Source: an optimization exercise on an open RTL-to-GDS flow (aim: small area, a short achievable clock period and few clock cycles per item). Production flows keep margins and buffers that such runs may drop.
RTL that was checked went through simulation tests only; none was proved equivalent to the original.
Function not checked in runs 2 and 3: the RTL went through the layout flow alone.
Power figures rest on the tool's default switching activity, not on a simulated workload.

==> flow/design.v, too long to show whole: its modules and the start of the top module <==
// module conv2d_window_ctr: 5 lines
// module conv2d_engine: 3684 lines
// module conv2d_fa: 10 lines
// module conv2d_ha: 9 lines
module conv2d_engine #(
  parameter int IMG       = 7,
  parameter int KER       = 3,
  parameter int STRIDE    = 1,
  parameter int CH        = 2,
  parameter int WIDTH_BIT = 8,
  parameter int SHIFT     = 8,
  parameter int OUT       = (IMG - KER) / STRIDE + 1,
  parameter int RC_W      = $clog2(OUT) + 1
) (
  input  logic                            clock,
  input  logic                            nreset,
  input  logic                            start,
  input  logic [CH*IMG*IMG*WIDTH_BIT-1:0] inp_matrix,
  input  logic [CH*KER*KER*WIDTH_BIT-1:0] kernel,
  output logic                            busy,
  output logic                            done,
  output logic                            pix_valid,
  output logic [RC_W-1:0]                 pix_row,
  output logic [RC_W-1:0]                 pix_col,
  output logic [WIDTH_BIT-1:0]            pix_data,
  output logic [OUT*OUT*WIDTH_BIT-1:0]    out_matrix
);
  // ...
==> flow/flow/run.sh <==
#!/bin/bash
# The standard layout (standard.sh, all steps), with three changes to how it is made:
# - the port buffers are buf_1 cells (buffer_ports' default is a slow delay cell; timing
#   repair upsizes the ones on critical paths);
# - timing repair aims for 8.25 ns of setup slack instead of 0, so that it speeds up the
#   paths the 12 ns clock leaves slack on;
# - clock tree synthesis clusters up to 20 flip-flops within 100 um per leaf buffer and
#   adds no dummy loads.
# All output goes to standard.log here and to ORFS's logs under orfs/logs.
export BUFFER_PORTS_ARGS="-buffer_cell sky130_fd_sc_hd__buf_1"
export SETUP_SLACK_MARGIN=8.25
export CTS_ARGS="-sink_clustering_enable -repair_clock_nets -sink_clustering_size 20 -sink_clustering_max_diameter 100 -dont_use_dummy_load"
bash standard.sh > standard.log 2>&1
==> flow/standard.sh <==
#!/bin/bash
# synth_recipe.tcl (not shown) runs the flow's synth.tcl, then flattens the netlist and writes it again
# the make line also repeats each setting of config.mk as NAME=value (left out here)
make -C /OpenROAD-flow-scripts/flow DESIGN_CONFIG=/design/flow/config.mk WORK_HOME=/design/flow/orfs CLKGATE_MAP_FILE= SYNTH_SCRIPT=/design/flow/synth_recipe.tcl "${@:-finish}"
==> flow/config.mk <==
export PLATFORM = sky130hd
export DESIGN_NAME = conv2d_engine
export DESIGN_NICKNAME = conv2d_engine
export VERILOG_FILES = /design/flow/design.v
export SDC_FILE = /design/flow/constraint.sdc
export NUM_CORES = 4
export LEC_CHECK = 0
export CAP_MARGIN = 20
export CORE_MARGIN = 2
export CORE_UTILIZATION = 35
export SLEW_MARGIN = 20
export SYNTH_HIERARCHICAL = 1
export SYNTH_MINIMUM_KEEP_SIZE = 0
==> flow/constraint.sdc <==
create_clock -name core_clock -period 12.0 [get_ports {clock}]
set_input_delay 2.4000 -clock core_clock [delete_from_list [all_inputs] [get_ports {clock}]]
set_output_delay 2.4000 -clock core_clock [all_outputs]
set_load 0.01 [all_outputs]
==> run notes, run 1 <==
Status
The flow ran to the end and the layout has no timing, DRC or antenna violations.

CTS
The clock reaches the later pin of the worst-skew pair after about 0.71 ns. In this run the number of H-tree levels came out at 2. The count of hold-fix buffers inserted at cts is 0. The number of setup buffers added after CTS is 2. The buffer depth of the longest clock path is 3.

Logic synthesis
The simple logic cell fraction of the synthesized area is 6.18%. Yosys mapped the design onto 66 distinct sky130hd cell types. The most frequently used cell type in the post-synthesis netlist is sky130_fd_sc_hd__a22oi_1. The synthesized-area fraction occupied by adder cells is 24.8%. The fraction of the mapped netlist area in compound gates is 20.1%. The number of synthesized flops with an enable pin is 0.

Worst setup path
At the worst endpoint, the arrival time is between 4 and 5 ns. The most critical setup path has its endpoint at out_matrix[74]. The cell with the most instances on the worst path is sky130_fd_sc_hd__nand4_1. The worst setup path is captured at a register.

Floorplan
During I/O placement, the number of pins put on the boundary was 1150. The number of placement rows is 147.

STA
In the final timing run, aggregate negative setup slack is 0 ns. The worst-case setup margin in the final layout is around 8 ns. Based on the critical path, the design can be clocked at up to 265 MHz.

The final setup violation count is 0.

Pwr
Power attributed to sequential cells is 0.00390 W. The design draws ~0.014 W. The internal power of the cells totals 0.00728 W. The clock network consumes a total of 0.00164 W.

Of the total power, the clock network draws 11.9%. In this run switching power makes up 47.2% of total power.

Global routing
For met2 alone, demand over resource in global routing was 56.6%. Global routing used approximately 37% of the available tracks. The first global-routing pass estimated 428 mm of wire. The total congestion overflow after global routing is 0.

Cells and area
The sequential share of cell area is 26.6%. The clock buffer count in the final layout is 49. The buffering overhead is approximately 7.3%. In the final layout, the registers with the most flip-flops are out_matrix: 200 flops, w: 144 flops, cut0: 125 flops. The number of inserted filler cells in the final layout is 16008.

Placed design
The number of placed instances, taps included, is 8019. The routability congestion estimate from global placement is approximately 1.0.

Drt
For this run, design rule violations remaining after detail routing come to 0. The first TritonRoute pass finished after 14 iterations. After detailed routing, the met3 layer carries 41.3 mm of wire.

The number of design-rule violations left by the first detailed-router iteration is 9066.

Min path
In this run the most critical hold path is launched from cut0[1].
Testbench counts, summed over its fixed seeds: cycles 5,376, frames 192.
==> inputs of run 2 (changes only) <==
--- a/flow/design.v
+++ b/flow/design.v
@@ -73,17 +73,16 @@
         k2[m][i] <= (kernel[m*8 + 2*i + 1] ^ kernel[m*8 + 2*i]) &
                     !(kernel[m*8 + 2*i] ^ (i == 0 ? 1'b0 : kernel[m*8 + 2*i - 1]));
         kn[m][i] <= kernel[m*8 + 2*i + 1];
       end
     end
   end
   logic [19:0] sum_a, sum_b;
   logic [124:0] cut0;
-  logic [38:0] cut1;
   logic pp_0_0_0;
   logic pp_0_0_1;
   logic pp_0_0_2;
   logic pp_0_0_3;
   logic pp_0_0_4;
   logic pp_0_0_5;
   logic pp_0_0_6;
   logic pp_0_0_7;
@@ -3588,69 +3587,32 @@
     cut0[118] <= fc585;
     cut0[119] <= fs592;
     cut0[120] <= fc586;
     cut0[121] <= fc592;
     cut0[122] <= fs594;
     cut0[123] <= fc593;
     cut0[124] <= fc594;
   end
+  assign sum_a = {1'b1, hc8, fs684, fs683, fs682, fs681, fs680, fs679, fs678, fs677, fs676, fs675, fs674, fs673, fs672, fs671, fs670, hs10, cut0[4], cut0[0]};
+  assign sum_b = {1'b0, fc684, fc683, fc682, fc681, fc680, fc679, fc678, fc677, fc676, fc675, fc674, fc673, fc672, fc671, fc670, hc10, hc9, hs9, cut0[1]};
+  logic [8:0]  lo;
+  logic [11:0] hi_a, hi_b;
+  logic        c8;
+  logic [11:0] acc_hi;
+  logic [7:0]  q [6];
+  assign lo = {1'b0, sum_a[7:0]} + {1'b0, sum_b[7:0]};
   always_ff @(posedge clock) begin
-    cut1[0] <= cut0[0];
-    cut1[1] <= cut0[1];
-    cut1[2] <= cut0[4];
-    cut1[3] <= hs9;
-    cut1[4] <= hs10;
-    cut1[5] <= hc9;
-    cut1[6] <= fs670;
-    cut1[7] <= hc10;
-    cut1[8] <= fs671;
-    cut1[9] <= fc670;
-    cut1[10] <= fs672;
-    cut1[11] <= fc671;
-    cut1[12] <= fs673;
-    cut1[13] <= fc672;
-    cut1[14] <= fs674;
-    cut1[15] <= fc673;
-    cut1[16] <= fs675;
-    cut1[17] <= fc674;
-    cut1[18] <= fs676;
-    cut1[19] <= fc675;
-    cut1[20] <= fs677;
-    cut1[21] <= fc676;
-    cut1[22] <= fs678;
-    cut1[23] <= fc677;
-    cut1[24] <= fs679;
-    cut1[25] <= fc678;
-    cut1[26] <= fs680;
-    cut1[27] <= fc679;
-    cut1[28] <= fs681;
-    cut1[29] <= fc680;
-    cut1[30] <= fs682;
-    cut1[31] <= fc681;
-    cut1[32] <= fs683;
-    cut1[33] <= fc682;
-    cut1[34] <= fs684;
-    cut1[35] <= fc683;
-    cut1[36] <= hc8;
-    cut1[37] <= fc684;
-    cut1[38] <= 1'b1;
+    hi_a <= sum_a[19:8];
+    hi_b <= sum_b[19:8];
+    c8   <= lo[8];
   end
-  assign sum_a = {cut1[38], cut1[36], cut1[34], cut1[32], cut1[30], cut1[28], cut1[26], cut1[24], cut1[22], cut1[20], cut1[18], cut1[16], cut1[14], cut1[12], cut1[10], cut1[8], cut1[6], cut1[4], cut1[2], cut1[0]};
-  assign sum_b = {1'b0, cut1[37], cut1[35], cut1[33], cut1[31], cut1[29], cut1[27], cut1[25], cut1[23], cut1[21], cut1[19], cut1[17], cut1[15], cut1[13], cut1[11], cut1[9], cut1[7], cut1[5], cut1[3], cut1[1]};
-  logic [19:0] acc;
-  logic [7:0]  q;
-  always_comb begin
-    acc = sum_a + sum_b;
-    if (!acc[19] && acc[18:15] != 4'b0000)
-      q = 8'h7f;
-    else if (acc[19] && acc[18:15] != 4'b1111)
-      q = 8'h80;
-    else
-      q = acc[15:8];
+  assign acc_hi = hi_a + hi_b + {11'd0, c8};
+  for (genvar g = 0; g < 6; g++) begin : g_sat
+    conv2d_sat u_sat (.acc(acc_hi), .q(q[g]));
   end
   logic [2:0]  nrow, ncol;
   logic [24:0] wr;
   always_comb begin
     if (pix_valid && !(pix_row == RC_W'(OUT - 1) && pix_col == RC_W'(OUT - 1))) begin
       nrow = (pix_col == RC_W'(OUT - 1)) ? pix_row[2:0] + 3'd1 : pix_row[2:0];
       ncol = (pix_col == RC_W'(OUT - 1)) ? 3'd0 : pix_col[2:0] + 3'd1;
     end else begin
@@ -3676,21 +3638,34 @@
       busy      <= start | (busy & !lst[NS]);
       done      <= lst[NS];
       pix_valid <= vld[NS];
       if (vld[NS]) begin
         pix_row <= RC_W'(nrow);
         pix_col <= RC_W'(ncol);
       end
       for (int p = 0; p < 25; p++)
-        if (wr[p]) out_matrix[p*WIDTH_BIT +: WIDTH_BIT] <= q;
+        if (wr[p]) out_matrix[p*WIDTH_BIT +: WIDTH_BIT] <= q[p / 5];
     end
   end
   always_ff @(posedge clock)
-    pix_data <= q;
+    pix_data <= q[5];
+endmodule
+module conv2d_sat (
+  input  logic [11:0] acc,
+  output logic [7:0]  q
+);
+  always_comb begin
+    if (!acc[11] && acc[10:7] != 4'b0000)
+      q = 8'h7f;
+    else if (acc[11] && acc[10:7] != 4'b1111)
+      q = 8'h80;
+    else
+      q = acc[7:0];
+  end
 endmodule
 module conv2d_fa (
   input  logic a,
   input  logic b,
   input  logic c,
   output logic s,
   output logic co
 );
==> run 2 against run 1 <==
  * Count of clock-buffer cells in the layout up 2
  * Sequential share of layout area fell by 0.79 points
  * Setup slack better by 0.028 ns
  * Synthesized cell count up 1.6%
  * Clock power about the same
  * Combinational power is about 20% higher
==> run notes, run 2 <==
Min path
The path type of the worst min-delay path is reg2reg (unchanged). The number of cells on the worst hold path is 0 (unchanged). The worst-case hold path end point is vld[2] (was cut1[1]).

The worst min-delay path startpoint is vld[1] (was cut0[1]).

Cells and area
The fraction of final layout cells sized beyond drive strength 1 came to 10.5% (was 9.10%). The number of flip-flops in the largest register is 200 (unchanged). The post-layout net count is 7627 (was 7560). The number of inserted filler cells in the final layout was 16270 (was 16008). The most frequent standard cell in the layout excluding fill and tap cells was sky130_fd_sc_hd__buf_1 (unchanged).

Top library cells by usage in the layout, fill and taps aside: sky130_fd_sc_hd__buf_1 (1134), sky130_fd_sc_hd__a22oi_1 (936), sky130_fd_sc_hd__fa_1 (684) (was sky130_fd_sc_hd__buf_1 (1140), sky130_fd_sc_hd__a22oi_1 (1034), sky130_fd_sc_hd__fa_1 (684)). The area overhead of the layout relative to synthesis is 12.4% (was 12.0%). Registers with the most flip-flops: out_matrix: 200 flops, w: 144 flops, cut0: 125 flops (unchanged). The register with the most flip-flops is out_matrix (unchanged).

Logic synthesis
The count of unique library cells instantiated by Yosys is 69 (was 66). The count of yosys warnings during synthesis is 19 (was 17). Ranking of synthesized cells by area: sky130_fd_sc_hd__fa_1 (24%), sky130_fd_sc_hd__dfxtp_1 (18%), sky130_fd_sc_hd__a22oi_1 (12%) (was sky130_fd_sc_hd__fa_1 (24%), sky130_fd_sc_hd__dfxtp_1 (19%), sky130_fd_sc_hd__a22oi_1 (14%)). The flip-flop cell with the highest count after synthesis is sky130_fd_sc_hd__dfxtp_1 (unchanged). The synthesized instance count is 5337 (was 5255).

The post-synthesis sequential area ratio is 28.5% (was 29.3%). The average size of a mapped cell is 10.8 µm² (about the same). The most frequently used cell type in the post-synthesis netlist was sky130_fd_sc_hd__a22oi_1 (unchanged). The library cell occupying the most area in the post-synthesis netlist is sky130_fd_sc_hd__fa_1 (unchanged). The cell area after synthesis is 57400 µm² (was 56800 µm²).

The number of synthesized flops with an enable pin is 0 (unchanged). The share of Yosys cell area claimed by the top area cell type is 23.9% (was 24.1%). The proportion of register bits with asynchronous set or reset after synthesis is 31.8% (was 31.2%). Synth top cells by count: sky130_fd_sc_hd__a22oi_1 (936), sky130_fd_sc_hd__fa_1 (686), sky130_fd_sc_hd__xnor2_1 (582), sky130_fd_sc_hd__clkbuf_1 (570), sky130_fd_sc_hd__dfxtp_1 (516) (was sky130_fd_sc_hd__a22oi_1 (1035), sky130_fd_sc_hd__fa_1 (684), sky130_fd_sc_hd__xnor2_1 (579), sky130_fd_sc_hd__dfxtp_1 (531), sky130_fd_sc_hd__clkbuf_1 (527)).

The synthesis-stage register bit count is 757 (was 772).

STA
The clock period minus final worst setup slack came to 3.74 ns (was 3.77 ns). The number of failing hold endpoints at the final stage is 0 (unchanged). The final setup TNS was 0 ns (unchanged). Unrepaired setup endpoints after global routing: false (was true). The number of max-slew violations in the final report is 0 (unchanged).

The headroom to the max-slew limit came to 17.3% (was 32.7%). The final setup violation count is 0 (unchanged). The transition time at the pin with the least slew margin came to 1.24 ns (was 1.01 ns).

The post-route fraction of the period consumed by the critical path is 31.2% (was 31.4%). The timing-limited maximum frequency is 267 MHz (was 265 MHz). The worst clock skew is 0.0878 ns (was 0.0992 ns).

Worst setup path
The reg-to-reg critical path endpoint is cut0[35] (was out_matrix[74]). The arrival time reported for the critical path endpoint is 4.32 ns (about the same). The data required time at the worst endpoint is 12.57 ns (was 12.55 ns).

The capturing element type of the critical path is a register (unchanged). The class of the most critical setup path is reg2reg (unchanged). The peak fanout along the critical path is 9 (was 26). The worst setup slack for register-to-register paths is 8.26 ns (was 8.23 ns). The depth of the worst register-to-register path came to 7 (was 9). The type of origin of the critical path is a register (unchanged). The launching point of the worst reg2reg path is k1[5][1] (was cut1[4]).

Drt
The number of design-rule violations left by the first detailed-router iteration is 8574 (was 9066). The number of routed nets with antenna violations is 0 (unchanged). The length of the first detailed-routing pass in iterations is 13 (was 14). The average via count per standard cell is 6.54 (was 6.45). The count of unresolved DRC violations after routing came to 0 (unchanged). The total wirelength of the detailed-routed design is 341 mm (was 321 mm).

The via total after detailed routing is 53864 (was 52719). The average wire length per cell after detail routing is 41.4 µm (was 39.3 µm).

Floorplan
The width of the chip is 409 µm (was 407 µm). The area enclosed by the die boundary is 167000 µm² (was 166000 µm²). The starting density of the core is 35.3% (about the same). The total core area is 163000 µm² (was 161000 µm²).

The number of placement rows is 148 (was 147). The die span in y is 409 µm (was 407 µm). The I/O pin total came to 1150 (unchanged).

Pwr
The share of total power in combinational logic is 64.5% (was 59.8%). The part of the total power dissipated in the clock network is 10.9% (was 11.9%). The sequential share of power came to 24.6% (was 28.3%).

The power per standard cell area is 237 nW/µm² (was 216 nW/µm²). The fraction of power spent switching nets is 48.9% (was 47.2%). The static leakage was 22.0 nW (was 21.9 nW). The worst voltage drop across the vdd grid is 0.441 mV (was 0.715 mV). The overall power is 0.0153 W (was 0.0138 W). The net switching power of the design came to 0.00749 W (was 0.00649 W).

The internal cell power is 0.00783 W (was 0.00728 W).

CTS
The CTS tree is yes (unchanged). The clock input transition at the sequential cells of the worst setup and hold paths came to 0.09 ns (was 0.08 ns). The clock root buffer was sky130_fd_sc_hd__clkbuf_16 (unchanged). The number of clock sinks seen by CTS was 757 (was 772). The maximum level of the CTS H-tree was 2 (unchanged). The number of buffers created by CTS is 51 (was 49). The insertion delay to the later sink of the worst-skew pair came to 0.71 ns (about the same).

The buffer depth of the longest clock path is 3 (unchanged).

Global routing
The total global routing track utilization was 39.4% (was 37.5%). The pin count of the biggest net entering global routing is 90 (was 71). The number of antenna violations at the first check in global routing is 156 (was 177).

The number of global-route vias before repair came to 52078 (was 50715). The total congestion overflow after global routing is 0 (unchanged). The global-route wire length before repair is 454 mm (was 428 mm).

Placed design
The number of input and output port buffers inserted came to 1147 (unchanged). The routability congestion estimate from global placement is 1.08 (was 1.03). The placed wire-length estimate after detailed placement is 278 mm (was 264 mm).

Flow run
The total of max-cap violations is 0 (unchanged).

Status
Status: complete, no violations (unchanged).
==> run 2: per-module statistics from Yosys (local to each module, per instance) <==
module | area [µm²] | copies in the design | flops+latches
conv2d_fa | 20.0 | 684 | 0
conv2d_ha | 12.5 | 9 | 0
conv2d_engine | 42300 | 1 | 757
conv2d_sat | 210 | 6 | 0
==> run 2: power by group through the flow <==
stage	clock, W	sequential, W	combinational [W]
final	0.00167	0.00377	0.00987
after global routing	0.00178	0.00383	0.0106
after CTS	0.00170	0.00376	0.00959
after detailed placement	0	0.00382	0.00931
after global placement	0	0.00381	0.00911
after floorplan	0	0.00366	0.00560
==> run 2: cell type report <==
cell class	count	area, µm²	share of cell area [%]
Antenna cell	83	208	0.322
Clock buffer	51	1280	1.98
Inverter	19	71.3	0.111
Multi-Input combinational cell	3950	38900	60.2
Sequential cell	757	16600	25.8
Tap cell	2175	2720	4.22
Timing Repair Buffer	1200	4760	7.38
==> run 2: worst max-delay path, cell delays in order, from the launching register on <==
cell and delay, ns:
sky130_fd_sc_hd__dfxtp_1 0.59, sky130_fd_sc_hd__a22oi_1 0.24, sky130_fd_sc_hd__xnor2_1 0.22, sky130_fd_sc_hd__fa_1 0.58
sky130_fd_sc_hd__fa_1 0.51, sky130_fd_sc_hd__fa_1 0.50, sky130_fd_sc_hd__fa_1 0.60, sky130_fd_sc_hd__fa_1 0.41
==> run 2: how the worst max path moves through the flow <==
stage,from,to,slack [ns],cells past startpoint
after global routing,k1[1][3],cut0[94],8.25,7
after global placement,nreset,pos[5],7.42,3
after CTS,out_matrix[68],out_matrix[68],8.25,1
after floorplan,start,pos[10],8.31,3
final,k1[5][1],cut0[35],8.26,7
after detailed placement,nreset,pos[15],7.37,3
==> run 2: per-layer routing <==
| metal | vias up | GRT usage, % | routed length [µm] | part of all wire [%] |
|---|---|---|---|---|
| met3 | 1190 | 12.7 | 37400 | 11 |
| met5 | - | 0 | 605 | 0.18 |
| li1 | 20856 | - | - | - |
| met2 | 4120 | 60.0 | 150000 | 44 |
| met1 | 27602 | 45.4 | 120000 | 35 |
| met4 | 96 | 31.5 | 33400 | 9.8 |
==> run 2: cell families after synthesis <==
logic type / after synthesis / share of synthesized area (%)
buffers and inverters: 631 / 4.45
muxes: 228 / 4.54
AOI/OAI and AO/OA: 1484 / 20.0
and+or+nand+nor: 809 / 7.06
other: 1 / 0.00653
DFF: 757 / 28.5
xor gates and xnor gates: 710 / 10.8
adders and majority gates: 717 / 24.6
==> run 2: timing repair <==
| action | CTS | global route |
|---|---|---|
| pin swaps | 1 | 2 |
| buffers inserted | 5 | 1 |
| endpoints found under the setup margin | 331 | 207 |
| hold buffers | 0 | 0 |
| resized for setup | 136 | 114 |
==> run 2: metrics by stage <==
step / area, µm² / utilization, % / instances / worst slack [ns] / hold WS [ns]
detailed placement: 62400 / 38.4 / 8095 / 7.37 / 0.336
global route: 64400 / 39.6 / 8192 / 8.25 / 0.364
floorplan: 57400 / - / 5338 / 8.31 / 0.331
finish: 64500 / 39.6 / 8235 / 8.26 / 0.347
CTS: 64100 / 39.4 / 8151 / 8.25 / 0.348
global placement: 62400 / 38.4 / 8095 / 7.42 / 0.332
==> inputs of run 3 (changes only) <==
==> flow/flow/run.sh (replaced) <==
#!/bin/bash
# The standard layout (standard.sh, all steps), with four changes to how it is made:
# - the port buffers are buf_1 cells (buffer_ports' default is a slow delay cell; timing
#   repair upsizes the ones on critical paths);
# - timing repair aims for 8.25 ns of setup slack instead of 0, so that it speeds up the
#   paths the 12 ns clock leaves slack on;
# - clock tree synthesis clusters up to 20 flip-flops within 100 um per leaf buffer and
#   adds no dummy loads;
# - pin placement puts the output pins on the top edge (flow/pre_io_placement.tcl).
# All output goes to standard.log here and to ORFS's logs under orfs/logs.
export BUFFER_PORTS_ARGS="-buffer_cell sky130_fd_sc_hd__buf_1"
export SETUP_SLACK_MARGIN=8.25
export CTS_ARGS="-sink_clustering_enable -repair_clock_nets -sink_clustering_size 20 -sink_clustering_max_diameter 100 -dont_use_dummy_load"
export PRE_IO_PLACEMENT_TCL="$PWD/flow/pre_io_placement.tcl"
bash standard.sh > standard.log 2>&1
==> flow/flow/pre_io_placement.tcl (new file) <==
# Place all output pins on the top edge of the die, near each other, so that the result
# bus that feeds the output registers stays short. Input pins take the other edges.
set_io_pin_constraint -direction output -region top:*
==> run 3 against run 2 <==
  * Still clean on timing, DRC and antenna
  * Sequential cell count is the same
  * Design area grew 0.64%
  * Setup slack lost 0.011 ns
==> run notes, run 3 <==
Worst setup path
The category of cells accounting for the largest share of critical-path delay is flip-flops (was adder cells). The depth of the worst register-to-register path is 7 (unchanged). The peak fanout along the critical path is 2 (was 9). The arrival time reported for the critical path endpoint was 1.35 ns (was 4.32 ns). The data required time at the worst endpoint was 9.60 ns (was 12.57 ns). The slowest stage cell on the critical path is sky130_fd_sc_hd__dfrtp_1 (was sky130_fd_sc_hd__fa_1).

The worst path buffer plus inverter count was 1 (was 0). The class of the most critical setup path is reg2out (was reg2reg). The launching point of the worst reg2reg path is k1[11][1] (was k1[5][1]). The reg-to-reg critical path endpoint is cut0[101] (was cut0[35]). The worst setup slack for register-to-register paths came to 8.26 ns (about the same).

CP cell instances: buf_2 (was a22oi_1 -> xnor2_1 -> fa_1 -> fa_1 -> fa_1 -> fa_1 -> fa_1). The type of origin of the critical path is a register (unchanged). The critical path depth in cells is 1 (was 7). The delay contributed by the slowest stage of the critical path was 0.46 ns (was 0.60 ns).

The capturing element type of the critical path is an output pin (was register).

Floorplan
The starting density of the core was 35.3% (unchanged). The die span in y is 409 µm (unchanged). The area enclosed by the die boundary was 167000 µm² (unchanged). The number of placement rows was 148 (unchanged). The width of the chip is 409 µm (unchanged). The total core area came to 163000 µm² (unchanged). The I/O pin total is 1150 (unchanged).

Global routing
The number of antenna violations at the first check in global routing came to 139 (was 156). The global-route wire length before repair is 465 mm (was 454 mm). The number of global-route vias before repair came to 52298 (was 52078). The total global routing track utilization is 40.4% (was 39.4%). The pin count of the biggest net entering global routing came to 81 (was 90).

The total congestion overflow after global routing is 0 (unchanged).

CTS
The number of clock sinks seen by CTS is 757 (unchanged). The clock root buffer was sky130_fd_sc_hd__clkbuf_16 (unchanged). The number of buffers created by CTS was 50 (was 51). The insertion delay to the later sink of the worst-skew pair came to 0.68 ns (was 0.71 ns).

The clock input transition at the sequential cells of the worst setup and hold paths was 0.09 ns (about the same). The maximum level of the CTS H-tree is 2 (unchanged). The CTS tree is yes (unchanged). The buffer depth of the longest clock path is 3 (unchanged).

Min path
The path type of the worst min-delay path is reg2reg (unchanged). The worst min-delay path startpoint is lst[1] (was vld[1]). The number of cells on the worst hold path came to 0 (unchanged).

The worst-case hold path end point is lst[2] (was vld[2]).

Placed design
The cell count after placement is 8092 (was 8095). The placed wire-length estimate after detailed placement came to 289 mm (was 278 mm). The number of input and output port buffers inserted is 1147 (unchanged).

The placed instance area is 62400 µm² (about the same). The routability congestion estimate from global placement came to 1.04 (was 1.08).

STA
The number of max-slew violations in the final report is 0 (unchanged). The post-route fraction of the period consumed by the critical path is 31.3% (was 31.2%). The final setup violation count is 0 (unchanged). The worst clock skew is 0.0935 ns (was 0.0878 ns). Unrepaired setup endpoints after global routing: true (was false). The transition time at the pin with the least slew margin is 1.09 ns (was 1.24 ns). The headroom to the max-slew limit is 27.0% (was 17.3%). The timing-limited maximum frequency came to 266 MHz (was 267 MHz). The final setup TNS came to 0 ns (unchanged). The worst-case hold slack came to 0.364 ns (was 0.347 ns). The number of failing hold endpoints at the final stage was 0 (unchanged). The clock period minus final worst setup slack came to 3.75 ns (was 3.74 ns).

Logic synthesis
The average size of a mapped cell is 10.8 µm² (unchanged). The count of unique library cells instantiated by Yosys is 69 (unchanged). The count of yosys warnings during synthesis is 19 (unchanged).

The proportion of register bits with asynchronous set or reset after synthesis came to 31.8% (unchanged). The number of synthesized flops with an enable pin was 0 (unchanged). The post-synthesis sequential area ratio is 28.5% (unchanged). The most frequently used cell type in the post-synthesis netlist is sky130_fd_sc_hd__a22oi_1 (unchanged).

The synthesis-stage register bit count came to 757 (unchanged). The synthesized instance count was 5337 (unchanged). The share of Yosys cell area claimed by the top area cell type came to 23.9% (unchanged). The library cell occupying the most area in the post-synthesis netlist is sky130_fd_sc_hd__fa_1 (unchanged).

Synth top cells by count: sky130_fd_sc_hd__a22oi_1 (936), sky130_fd_sc_hd__fa_1 (686), sky130_fd_sc_hd__xnor2_1 (582), sky130_fd_sc_hd__clkbuf_1 (570), sky130_fd_sc_hd__dfxtp_1 (516) (unchanged). The flip-flop cell with the highest count after synthesis is sky130_fd_sc_hd__dfxtp_1 (unchanged). The cell area after synthesis is 57400 µm² (unchanged). Ranking of synthesized cells by area: sky130_fd_sc_hd__fa_1 (24%), sky130_fd_sc_hd__dfxtp_1 (18%), sky130_fd_sc_hd__a22oi_1 (12%) (unchanged).

Status
Status: complete, no violations (unchanged).

Cells and area
The register with the most flip-flops was out_matrix (unchanged). The area overhead of the layout relative to synthesis is 13.2% (was 12.4%). The number of inserted filler cells in the final layout is 16128 (was 16270). Top library cells by usage in the layout, fill and taps aside: sky130_fd_sc_hd__buf_1 (1068), sky130_fd_sc_hd__a22oi_1 (936), sky130_fd_sc_hd__fa_1 (686) (was sky130_fd_sc_hd__buf_1 (1134), sky130_fd_sc_hd__a22oi_1 (936), sky130_fd_sc_hd__fa_1 (684)).

The final cell utilization of the core was 39.9% (was 39.6%). The flip-flop and latch area came to 16700 µm² (was 16600 µm²). The final instance area came to 65000 µm² (was 64500 µm²).

Registers with the most flip-flops: out_matrix: 200 flops, w: 144 flops, cut0: 125 flops (unchanged). The post-layout net count is 7628 (was 7627). The most frequent standard cell in the layout excluding fill and tap cells is sky130_fd_sc_hd__buf_1 (unchanged). The post-route non-filler standard cell count is 8240 (was 8235).

The area of the multi-input gates is 39000 µm² (was 38900 µm²). The fraction of final layout cells sized beyond drive strength 1 is 12.8% (was 10.5%). The number of flip-flops in the largest register came to 200 (unchanged).

Drt
The wire length on met2 was 149 mm (was 150 mm). The average via count per standard cell is 6.55 (was 6.54). The number of design-rule violations left by the first detailed-router iteration is 9421 (was 8574). The total met3 wirelength after detailed routing is 42.8 mm (was 37.4 mm). The post-route met1 wirelength is 128 mm (was 120 mm). The total wirelength of the detailed-routed design is 349 mm (was 341 mm). The number of routed nets with antenna violations came to 0 (unchanged). The average wire length per cell after detail routing is 42.4 µm (was 41.4 µm). The via total after detailed routing is 53942 (was 53864). The count of unresolved DRC violations after routing was 0 (unchanged). The length of the first detailed-routing pass in iterations came to 13 (unchanged). The uppermost layer routed is met5 (unchanged).

Pwr
The worst voltage drop across the vdd grid is 0.694 mV (was 0.441 mV). The static leakage is 22.3 nW (was 22.0 nW). The power per standard cell area is 247 nW/µm² (was 237 nW/µm²).

Flow run
The total of max-cap violations was 0 (unchanged).
==> run 3: changes by cell type in the layout (fill, tap and decap cells not counted), sizes merged <==
cell    change
buf         -9
clkbuf     +10
diode       +4
==> run 3: Yosys stat by module, one instance, submodules excluded <==
module         area [µm²]  flops+latches  copies in the design
conv2d_engine       42300            757                     1
conv2d_sat            210              0                     6
conv2d_fa            20.0              0                   684
conv2d_ha            12.5              0                     9
==> run 3: what timing repair did <==
action,CTS,global route
pin swaps,0,4
hold buffers,0,0
cloned,0,0
resized for setup,245,175
endpoints found under the setup margin,282,234
buffers inserted,5,6
==> run 3: stage by stage <==
stage	setup slack (ns)	power, W
6_report	8.25	0.0160
2_1_floorplan	8.31	0.00926
3_3_place_gp	7.61	0.0134
5_1_grt	8.20	0.0168
4_1_cts	8.21	0.0157
3_5_place_dp	7.67	0.0137
==> run 3: cell families after synthesis <==
family	after synthesis	synth area share [%]
muxes	228	4.54
AOI/OAI and AO/OA	1484	20.0
and+or+nand+nor	809	7.06
other	1	0.00653
DFF	757	28.5
buffers and inverters	631	4.45
adders and majority gates	717	24.6
xor gates and xnor gates	710	10.8
==> run 3: routing by layer <==
metal | vias up | track usage (%)
li1 | 20849 | -
met1 | 27720 | 50.6
met2 | 4378 | 59.1
met3 | 915 | 13.3
met4 | 80 | 27.3
met5 | - | 0
==> run 3: how the worst max path moves through the flow <==
stage,from,to,slack [ns]
2_1_floorplan,start,pos[10],8.31
3_3_place_gp,hi_b[0],out_matrix[68],7.61
3_5_place_dp,hi_b[0],out_matrix[76],7.67
4_1_cts,out_matrix[56],out_matrix[56],8.21
5_1_grt,out_matrix[54],out_matrix[54],8.20
6_report,out_matrix[116],out_matrix[116],8.25
==> run 3: area by class of cell <==
type                            instances  area share, %
Multi-Input combinational cell       3950           60.0
Sequential cell                       757           25.7
Timing Repair Buffer                 1202           7.67
Tap cell                             2175           4.19
Clock buffer                           50           1.93
Antenna cell                           87          0.335
Inverter                               19          0.110
==> run 3: power by group <==
group	switching [W]	internal [W]	leakage [nW]	total [W]
combinational	0.00653	0.00396	14.2	0.0105
clock	0.000926	0.000735	0.617	0.00166
sequential	0.000598	0.00326	7.48	0.00386
total	0.00806	0.00796	22.3	0.0160

-- port drivers added, routing unchanged --
No port has a modelled driver above. Below, the same layouts with a new extraction and two added sets of constraints. Step 1 (the two cells are an assumption about what drives the block):
set clk [get_ports {clock}]
set_driving_cell -lib_cell sky130_fd_sc_hd__clkbuf_16 $clk
set_driving_cell -lib_cell sky130_fd_sc_hd__buf_2 [delete_from_list [all_inputs] $clk]
Step 2, shift: input delay + t, output delay - t, t = (earliest + latest rising clock arrival at the registers) / 2. This alone moves slack from input paths to output paths. Slacks: no drivers / after step 1 / after step 2; pairs: no drivers / after step 1.
run | t, ns | setup slack, ns | pins driven straight from the clock port
run 1 | 0.755 | 8.231 / 8.198 / 7.559 | 1
run 2 | 0.743 | 8.259 / 8.208 / 7.627 | 1
run 3 | 0.727 | 8.247 / 8.172 / 7.705 | 1
After both steps setup and hold are still met in every run listed. The setup slack of run 1, which loses most, moves by -0.033 ns with the drivers and by -0.672 ns with both steps. Setup slack includes reset recovery checks.
